From an optimization exercise on the open Yosys and OpenROAD flow, aimed at small area, a short achievable clock period and few clock cycles per item; shortcuts taken in it are not production practice.
The RTL was checked by simulation tests, not by an equivalence proof against the original design.
No activity file was given, so power comes from the tool's default toggle rates.

===== flow/design.v =====
`timescale 1ns / 1ps
`default_nettype none
package lotd_pkg;
  localparam int VerticesDef   = 64;
  localparam int LengthBitsDef = 12;
  localparam int EndW          = 6;
  localparam int LongestW      = 12;
  typedef enum logic [2:0] {
    ST_INIT,
    ST_CLEAR,
    ST_IDLE,
    ST_DECODE,
    ST_RD_B,
    ST_CALC,
    ST_WR_B,
    ST_DONE
  } state_e;
  typedef struct packed {
    logic load_item;   
    logic sel_b;       
    logic cap_la;      
    logic wr_a;        
    logic wr_b;        
    logic clr_run;     
    logic idx_rst;     
    logic clr_step;    
  } dp_cmd_t;
  typedef struct packed {
    logic is_edge;
    logic in_range;
    logic clr_last;
  } dp_stat_t;
endpackage
`default_nettype wire
`timescale 1ns / 1ps
`default_nettype none
module lotd_ctrl (
  input  wire logic              clk_i,
  input  wire logic              rst_ni,
  input  wire logic              start_i,
  input  wire lotd_pkg::dp_stat_t stat_i,
  output lotd_pkg::dp_cmd_t      cmd_o,
  output logic                   busy_o,
  output logic                   done_o
);
  lotd_pkg::state_e state_q, state_d;
  always_ff @(posedge clk_i or negedge rst_ni) begin
    if (!rst_ni) begin
      state_q <= lotd_pkg::ST_INIT;
    end else begin
      state_q <= state_d;
    end
  end
  always_comb begin
    state_d = state_q;
    cmd_o   = '0;
    busy_o  = 1'b1;
    done_o  = 1'b0;
    unique case (state_q)
      lotd_pkg::ST_INIT: begin
        cmd_o.clr_step = 1'b1;
        if (stat_i.clr_last) begin
          state_d = lotd_pkg::ST_IDLE;
        end
      end
      lotd_pkg::ST_CLEAR: begin
        cmd_o.clr_step = 1'b1;
        if (stat_i.clr_last) begin
          state_d = lotd_pkg::ST_DONE;
        end
      end
      lotd_pkg::ST_IDLE: begin
        busy_o = 1'b0;
        if (start_i) begin
          cmd_o.load_item = 1'b1;
          state_d = lotd_pkg::ST_DECODE;
        end
      end
      lotd_pkg::ST_DECODE: begin
        if (!stat_i.is_edge) begin
          cmd_o.clr_run = 1'b1;
          cmd_o.idx_rst = 1'b1;
          state_d = lotd_pkg::ST_CLEAR;
        end else if (!stat_i.in_range) begin
          state_d = lotd_pkg::ST_DONE;
        end else begin
          state_d = lotd_pkg::ST_RD_B;
        end
      end
      lotd_pkg::ST_RD_B: begin
        cmd_o.sel_b  = 1'b1;
        cmd_o.cap_la = 1'b1;
        state_d = lotd_pkg::ST_CALC;
      end
      lotd_pkg::ST_CALC: begin
        cmd_o.wr_a = 1'b1;
        state_d = lotd_pkg::ST_WR_B;
      end
      lotd_pkg::ST_WR_B: begin
        cmd_o.wr_b = 1'b1;
        state_d = lotd_pkg::ST_DONE;
      end
      lotd_pkg::ST_DONE: begin
        done_o  = 1'b1;
        state_d = lotd_pkg::ST_IDLE;
      end
      default: begin
        state_d = lotd_pkg::ST_IDLE;
      end
    endcase
  end
endmodule
`default_nettype wire
`timescale 1ns / 1ps
`default_nettype none
module lotd_dpath #(
  parameter int Vertices   = lotd_pkg::VerticesDef,
  parameter int LengthBits = lotd_pkg::LengthBitsDef
) (
  input  wire logic                            clk_i,
  input  wire logic                            rst_ni,
  input  wire lotd_pkg::dp_cmd_t               cmd_i,
  input  wire logic                            cmd_in_i,
  input  wire logic [lotd_pkg::EndW-1:0]       end_a_i,
  input  wire logic [lotd_pkg::EndW-1:0]       end_b_i,
  output lotd_pkg::dp_stat_t                   stat_o,
  output logic [lotd_pkg::LongestW-1:0]        longest_length_o,
  output logic                                 saturated_o
);
  localparam int AW = (Vertices > 1) ? $clog2(Vertices) : 1;
  localparam logic [LengthBits-1:0] LenMax = '1;
  localparam logic [AW-1:0] LastIdx = AW'(Vertices - 1);
  logic [LengthBits-1:0] mem [Vertices];
  logic [LengthBits-1:0] rdata_q;
  logic [LengthBits-1:0] la_q;
  logic [LengthBits-1:0] nb_q;
  logic [LengthBits-1:0] run_q;
  logic                  sat_q;
  logic                  cmd_q;
  logic [lotd_pkg::EndW-1:0]       a_q, b_q;
  logic [AW-1:0]         idx_q;
  logic [AW-1:0]         raddr, waddr;
  logic [LengthBits-1:0] wdata, inc_la, inc_lb, na, nb, note_v;
  logic                  we, note_en;
  function automatic logic [LengthBits-1:0] sat_inc(input logic [LengthBits-1:0] v);
    sat_inc = (v == LenMax) ? v : v + 1'b1;
  endfunction
  assign inc_la = sat_inc(la_q);
  assign inc_lb = sat_inc(rdata_q);
  assign na     = (la_q > inc_lb) ? la_q : inc_lb;
  assign nb     = (inc_la > rdata_q) ? inc_la : rdata_q;
  assign raddr = cmd_i.sel_b ? AW'(b_q) : AW'(a_q);
  always_comb begin
    we    = cmd_i.clr_step | cmd_i.wr_a | cmd_i.wr_b;
    waddr = idx_q;
    wdata = '0;
    if (cmd_i.wr_a) begin
      waddr = AW'(a_q);
      wdata = na;
    end else if (cmd_i.wr_b) begin
      waddr = AW'(b_q);
      wdata = nb_q;
    end
  end
  assign note_en = cmd_i.wr_a | cmd_i.wr_b;
  assign note_v  = cmd_i.wr_a ? na : nb_q;
  always_ff @(posedge clk_i) begin
    if (we) begin
      mem[waddr] <= wdata;
    end
    rdata_q <= mem[raddr];
  end
  always_ff @(posedge clk_i) begin
    if (cmd_i.load_item) begin
      cmd_q <= cmd_in_i;
      a_q   <= end_a_i;
      b_q   <= end_b_i;
    end
    if (cmd_i.cap_la) begin
      la_q <= rdata_q;
    end
    if (cmd_i.wr_a) begin
      nb_q <= nb;
    end
  end
  always_ff @(posedge clk_i or negedge rst_ni) begin
    if (!rst_ni) begin
      idx_q <= '0;
      run_q <= '0;
      sat_q <= 1'b0;
    end else begin
      if (cmd_i.idx_rst) begin
        idx_q <= '0;
      end else if (cmd_i.clr_step) begin
        idx_q <= idx_q + 1'b1;
      end
      if (cmd_i.clr_run) begin
        run_q <= '0;
        sat_q <= 1'b0;
      end else if (note_en) begin
        if (note_v > run_q) begin
          run_q <= note_v;
        end
        if (note_v == LenMax) begin
          sat_q <= 1'b1;
        end
      end
    end
  end
  assign stat_o.is_edge  = cmd_q;
  assign stat_o.in_range = (32'(a_q) < 32'(Vertices)) && (32'(b_q) < 32'(Vertices));
  assign stat_o.clr_last = (idx_q == LastIdx);
  assign longest_length_o = lotd_pkg::LongestW'(run_q);
  assign saturated_o      = sat_q;
endmodule
`default_nettype wire
`timescale 1ns / 1ps
`default_nettype none
module longest_ordered_trail_dp #(
  parameter int VERTICES    = lotd_pkg::VerticesDef,
  parameter int LENGTH_BITS = lotd_pkg::LengthBitsDef
) (
  input  wire logic                          clk_i,
  input  wire logic                          rst_ni,
  input  wire logic                          start,
  output logic                               busy,
  input  wire logic                          cmd_i,
  input  wire logic [lotd_pkg::EndW-1:0]     end_a_i,
  input  wire logic [lotd_pkg::EndW-1:0]     end_b_i,
  output logic                               done_o,
  output logic [lotd_pkg::LongestW-1:0]      longest_length_o,
  output logic                               saturated_o
);
  lotd_pkg::dp_cmd_t  dp_cmd;
  lotd_pkg::dp_stat_t dp_stat;
  lotd_ctrl u_ctrl (
    .clk_i  (clk_i),
    .rst_ni (rst_ni),
    .start_i(start),
    .stat_i (dp_stat),
    .cmd_o  (dp_cmd),
    .busy_o (busy),
    .done_o (done_o)
  );
  lotd_dpath #(
    .Vertices  (VERTICES),
    .LengthBits(LENGTH_BITS)
  ) u_dpath (
    .clk_i           (clk_i),
    .rst_ni          (rst_ni),
    .cmd_i           (dp_cmd),
    .cmd_in_i        (cmd_i),
    .end_a_i         (end_a_i),
    .end_b_i         (end_b_i),
    .stat_o          (dp_stat),
    .longest_length_o(longest_length_o),
    .saturated_o     (saturated_o)
  );
endmodule
`default_nettype wire

===== flow/run.sh =====
#!/bin/bash
# synth_recipe.tcl (not shown) runs the flow's synth.tcl, then flattens the netlist and writes it again
# the make line also repeats each setting of config.mk as NAME=value (left out here)
make -C /OpenROAD-flow-scripts/flow DESIGN_CONFIG=/design/flow/config.mk WORK_HOME=/design/flow/orfs CLKGATE_MAP_FILE= SYNTH_SCRIPT=/design/flow/synth_recipe.tcl finish

===== flow/config.mk =====
export PLATFORM = sky130hd
export DESIGN_NAME = longest_ordered_trail_dp
export DESIGN_NICKNAME = longest_ordered_trail_dp
export VERILOG_FILES = /design/flow/design.v
export SDC_FILE = /design/flow/constraint.sdc
export NUM_CORES = 4
export LEC_CHECK = 0
export CAP_MARGIN = 20
export CORE_MARGIN = 2
export CORE_UTILIZATION = 40
export SLEW_MARGIN = 20

===== flow/constraint.sdc =====
create_clock -name core_clock -period 5.5 [get_ports {clk_i}]
set_input_delay 1.1000 -clock core_clock [delete_from_list [all_inputs] [get_ports {clk_i}]]
set_output_delay 1.1000 -clock core_clock [all_outputs]
set_load 0.01 [all_outputs]

==> reports/qor.csv <==
stage,metric,value,unit
hold_path,hold_class,in2async,
global_route,use_met2,31.61,%
finish,nNetsFinal,2803,
pwr,ir_worst_vdd,0.2081,mV
critical_path,timing.rr.start,u_dpath.rdata_q[0],
global_route,grt_pass1_vias,21396,
place,port_buffers,30,
pwr,power,12780,uW
critical_path,crit_type,reg2reg,
clock_tree,worstSkewPairLatency,0.66,ns
timing,slew_viol_final,0,
timing,hold_ws,0.4217,ns
critical_path,required,6.02,ns
timing,hold_viol,0,
floorplanning,ios,31,
routing,drc,0,
yosys,netlist_instances,2669,
floorplanning,num_rows,109,
routing,final_antenna_net_count,0,
yosys,syn_nets,2724,
routing,dr.first_iter.drc_count,2136,
clock_tree,postCtsHoldBufs,0,
finish,synthToLayoutAreaGrowth,14.31,%
routing,post_drt_via_cell_ratio,5.504,
finish,antenna_cells,0,
routing,avgRoutedWirePerCell,22.59,um
critical_path,worstSetupStartpointType,flip-flop,
pwr,power_switching,2465,uW
pwr,leakage,0.01390,uW
pwr,p_int,10310,uW
pwr,power_density,314.6,nW/um^2
critical_path,reg2reg_to,u_dpath.run_q[7],
critical_path,worstSetupEndpointType,flip-flop,
finish,fill_cells,7720,
global_route,met1_usage,27.36,%
floorplanning,core_area,88240,sq um
critical_path,rr_worst_depth,19,
floorplanning,die_w,302.0,um
global_route,grt_max_degree,105,
critical_path,cp_top_family,simple AND/OR/NAND/NOR gates,
critical_path,slowest_delay,0.60,ns
floorplanning,initial_core_util,40.26,%
clock_tree,cts_tree,done,
timing,clock.fmax,192.9,MHz
critical_path,worstPathArrival,5.70,ns
clock_tree,htree_num_levels,3,
routing,drt_pass1_iterations,5,
critical_path,crit_chain,ha_1 > nand3_1 > or4_4 > and2_1 > ha_1 > nand4_1 > or3_1 > o41ai_2 > buf_4 > buf_4 > mux2_2 > a21oi_1 > ha_1 > a21o_1 > a21oi_1 > a21oi_1 > o31ai_2 > buf_4 > mux2_2,
timing,tightest_slew,1.069,ns
timing,slew_headroom,28.48,%
global_route,grt-busiest-layer,met2,
place,dp_hpwl,53.06,mm
floorplanning,dieArea,91210,sq um
finish,final_common_cell,edfxtp_1,
pwr,pwr-share-comb,0.1,%
clock_tree,cts-buffers-inserted,91,
finish,drive_above_1_share,10.55,%
yosys,synth_cell_types,57,
pwr,p_sw_share,19.29,%
global_route,grt_use_total,19.64,%
yosys,ys.flop_type,edfxtp_1,
yosys,synthArstFlopShare,2.622,%
clock_tree,cts.sinks,839,
floorplanning,die_h,302.0,um
finish,final_cell_mix,"805 x edfxtp_1, 643 x nand2_1, 204 x nand3_1",
global_route,grt_pass1_wl,135.1,mm
clock_tree,clkTransAtPathRegs,0.06,ns
clock_tree,cts_root_buffer,clkbuf_16,
pwr,p_clk_share,45.9,%
critical_path,crit_slowest_cell,or4_4,
yosys,synth-edff-count,805,
yosys,syn_area,35520,sq um
yosys,avgSynthCellArea,13.31,sq um
yosys,seq_area_frac_synth,70.28,%
global_route,use_met3,3.045,%
critical_path,cp_num_buf_inv,3,
timing,min_period,5.185,ns
finish,postLayoutCoreUtil,46.02,%
timing,tns,0,ns
global_route,antenna_found_initial,6,
routing,num_vias,21906,
outcome,status,finished clean,
clock_tree,clockBufferDepth,3,
yosys,yosysWarningCount,2,
place,gp_congestion,0.8798,
timing,setup_viol,0,
timing,post-route-period-util,94.28,%
pwr,p_seq_share,54.0,%
yosys,ys_ff_latch,839,
global_route,overflow,0,
timing,clock_skew,0.02208,ns
routing,drt_wl_total,89.90,mm
critical_path,cp_max_fo,8,
critical_path,worst-r2r-setup-slack,0.31,ns
job,cap_viol_max_count,0,
layer usage:
metal	wire (um)	share of wire, %
met5	27	0.030
met2	42470	47
met4	2804	3.1
met3	5272	5.9
met1	39320	44
worst max-delay path by stage:
stage	startpoint	endpoint	slack (ns)	depth (start not counted)
2_1_floorplan	u_dpath.rdata_q[1]	u_dpath.run_q[10]	0.07	22
3_3_place_gp	u_dpath.rdata_q[0]	u_dpath.run_q[11]	0.15	21
3_5_place_dp	u_dpath.rdata_q[0]	u_dpath.run_q[10]	0.03	20
4_1_cts	u_dpath.rdata_q[0]	u_dpath.run_q[7]	0.001	20
5_1_grt	u_dpath.rdata_q[0]	u_dpath.run_q[7]	-0.004	22
6_report	u_dpath.rdata_q[0]	u_dpath.run_q[7]	0.31	19
cell usage after synthesis (39+ instances only):
cell type | instances | share of area, %
edfxtp_1 | 805 | 68
clkbuf_1 | 77 | 0.81
mux2i_1 | 202 | 5.7
nand3_1 | 205 | 2.9
nor2_1 | 107 | 1.1
ha_1 | 39 | 1.4
inv_1 | 39 | 0.41
nand2_1 | 643 | 6.8
buf_2 | 49 | 0.69
a311oi_1 | 84 | 2.1
and3_1 | 64 | 1.1
power groups by stage:
| stage | Clock, uW | Combinational [uW] | Sequential [uW] |
|---|---|---|---|
| floorplan | 0 | 0.140 | 7030 |
| global placement | 0 | 14.1 | 7030 |
| detailed placement | 0 | 14.4 | 7030 |
| CTS | 5970 | 14.4 | 6900 |
| global route | 6220 | 14.9 | 6890 |
| finish | 5870 | 13.6 | 6900 |
flip-flops by register name, indices dropped and copies added (netlist names), 6 cells and up:
signal           count
u_dpath.a_q          6
u_dpath.b_q          6
u_dpath.idx_q        6
u_dpath.la_q        12
u_dpath.mem        768
u_dpath.nb_q        12
u_dpath.rdata_q     12
u_dpath.run_q       12
metrics by stage:
step	worst slack [ns]	area, sq um	cells
floorplan	0.07448	35540	2669
global placement	0.1457	37730	3819
detailed placement	0.03374	37740	3820
CTS	0.001116	40580	3980
global route	-0.003926	40610	3980
finish	0.3148	40610	3980
worst register-to-register path, cell delays in order, from the launching register on:
cell	delay, ns
dfxtp_1	0.34
ha_1	0.22
nand3_1	0.14
or4_4	0.60
and2_1	0.19
ha_1	0.29
nand4_1	0.17
or3_1	0.43
o41ai_2	0.06
buf_4	0.21
buf_4	0.18
mux2_2	0.38
a21oi_1	0.24
ha_1	0.29
a21o_1	0.18
a21oi_1	0.16
a21oi_1	0.12
o31ai_2	0.28
buf_4	0.23
mux2_2	0.35
cells by family after synthesis:
family / after synthesis / synth area share, %
AOI/OAI and AO/OA: 254 / 5.371
adders and majority gates: 39 / 1.374
and+or+nand+nor: 1091 / 13.26
xor gates and xnor gates: 16 / 0.3945
muxes: 231 / 6.653
buffers and inverters: 199 / 2.666
DFF: 839 / 70.28
timing repair:
item | CTS | global route
gates resized for setup | 0 | 5
setup buffers | 0 | 0
setup endpoints to repair | 0 | 12
cell type report:
type                            count  area (sq um)  share of cell area [%]
Multi-Input combinational cell   1631          9836                   24.22
Clock inverter                     52         496.7                   1.223
Timing Repair Buffer              146          1366                   3.365
Clock buffer                      108          2341                   5.765
Tap cell                         1165          1458                   3.590
Inverter                           39         146.4                  0.3605
Sequential cell                   839         24960                   61.48
Testbench counts, summed over its fixed seeds: cycles 112,189, items 16,000.

[static timing again, ports no longer ideal]
In the flow no input, the clock included, has a driving cell. The finished layout below was timed again as built, in two steps. Step 1 (the two cells are an assumption about what drives the block):
set clk [get_ports {clk_i}]
set_driving_cell -lib_cell sky130_fd_sc_hd__clkbuf_16 $clk
set_driving_cell -lib_cell sky130_fd_sc_hd__buf_2 [delete_from_list [all_inputs] $clk]
Step 2 moves the port delays by t, midway between the first and last clock arrival at a register: inputs arrive t later, outputs are due t later. That takes back most of the time a late clock gives input paths. Slacks: ideal ports / drivers / drivers and shift; pairs: ideal ports / drivers.
t, ns: 0.710
setup slack, ns: 0.315 / 0.315 / 0.315
pins driven straight from the clock port: 1
After both steps setup and hold are still met in this run. The setup slack of this run moves by 0.000 ns with the drivers and by 0.000 ns with both steps.
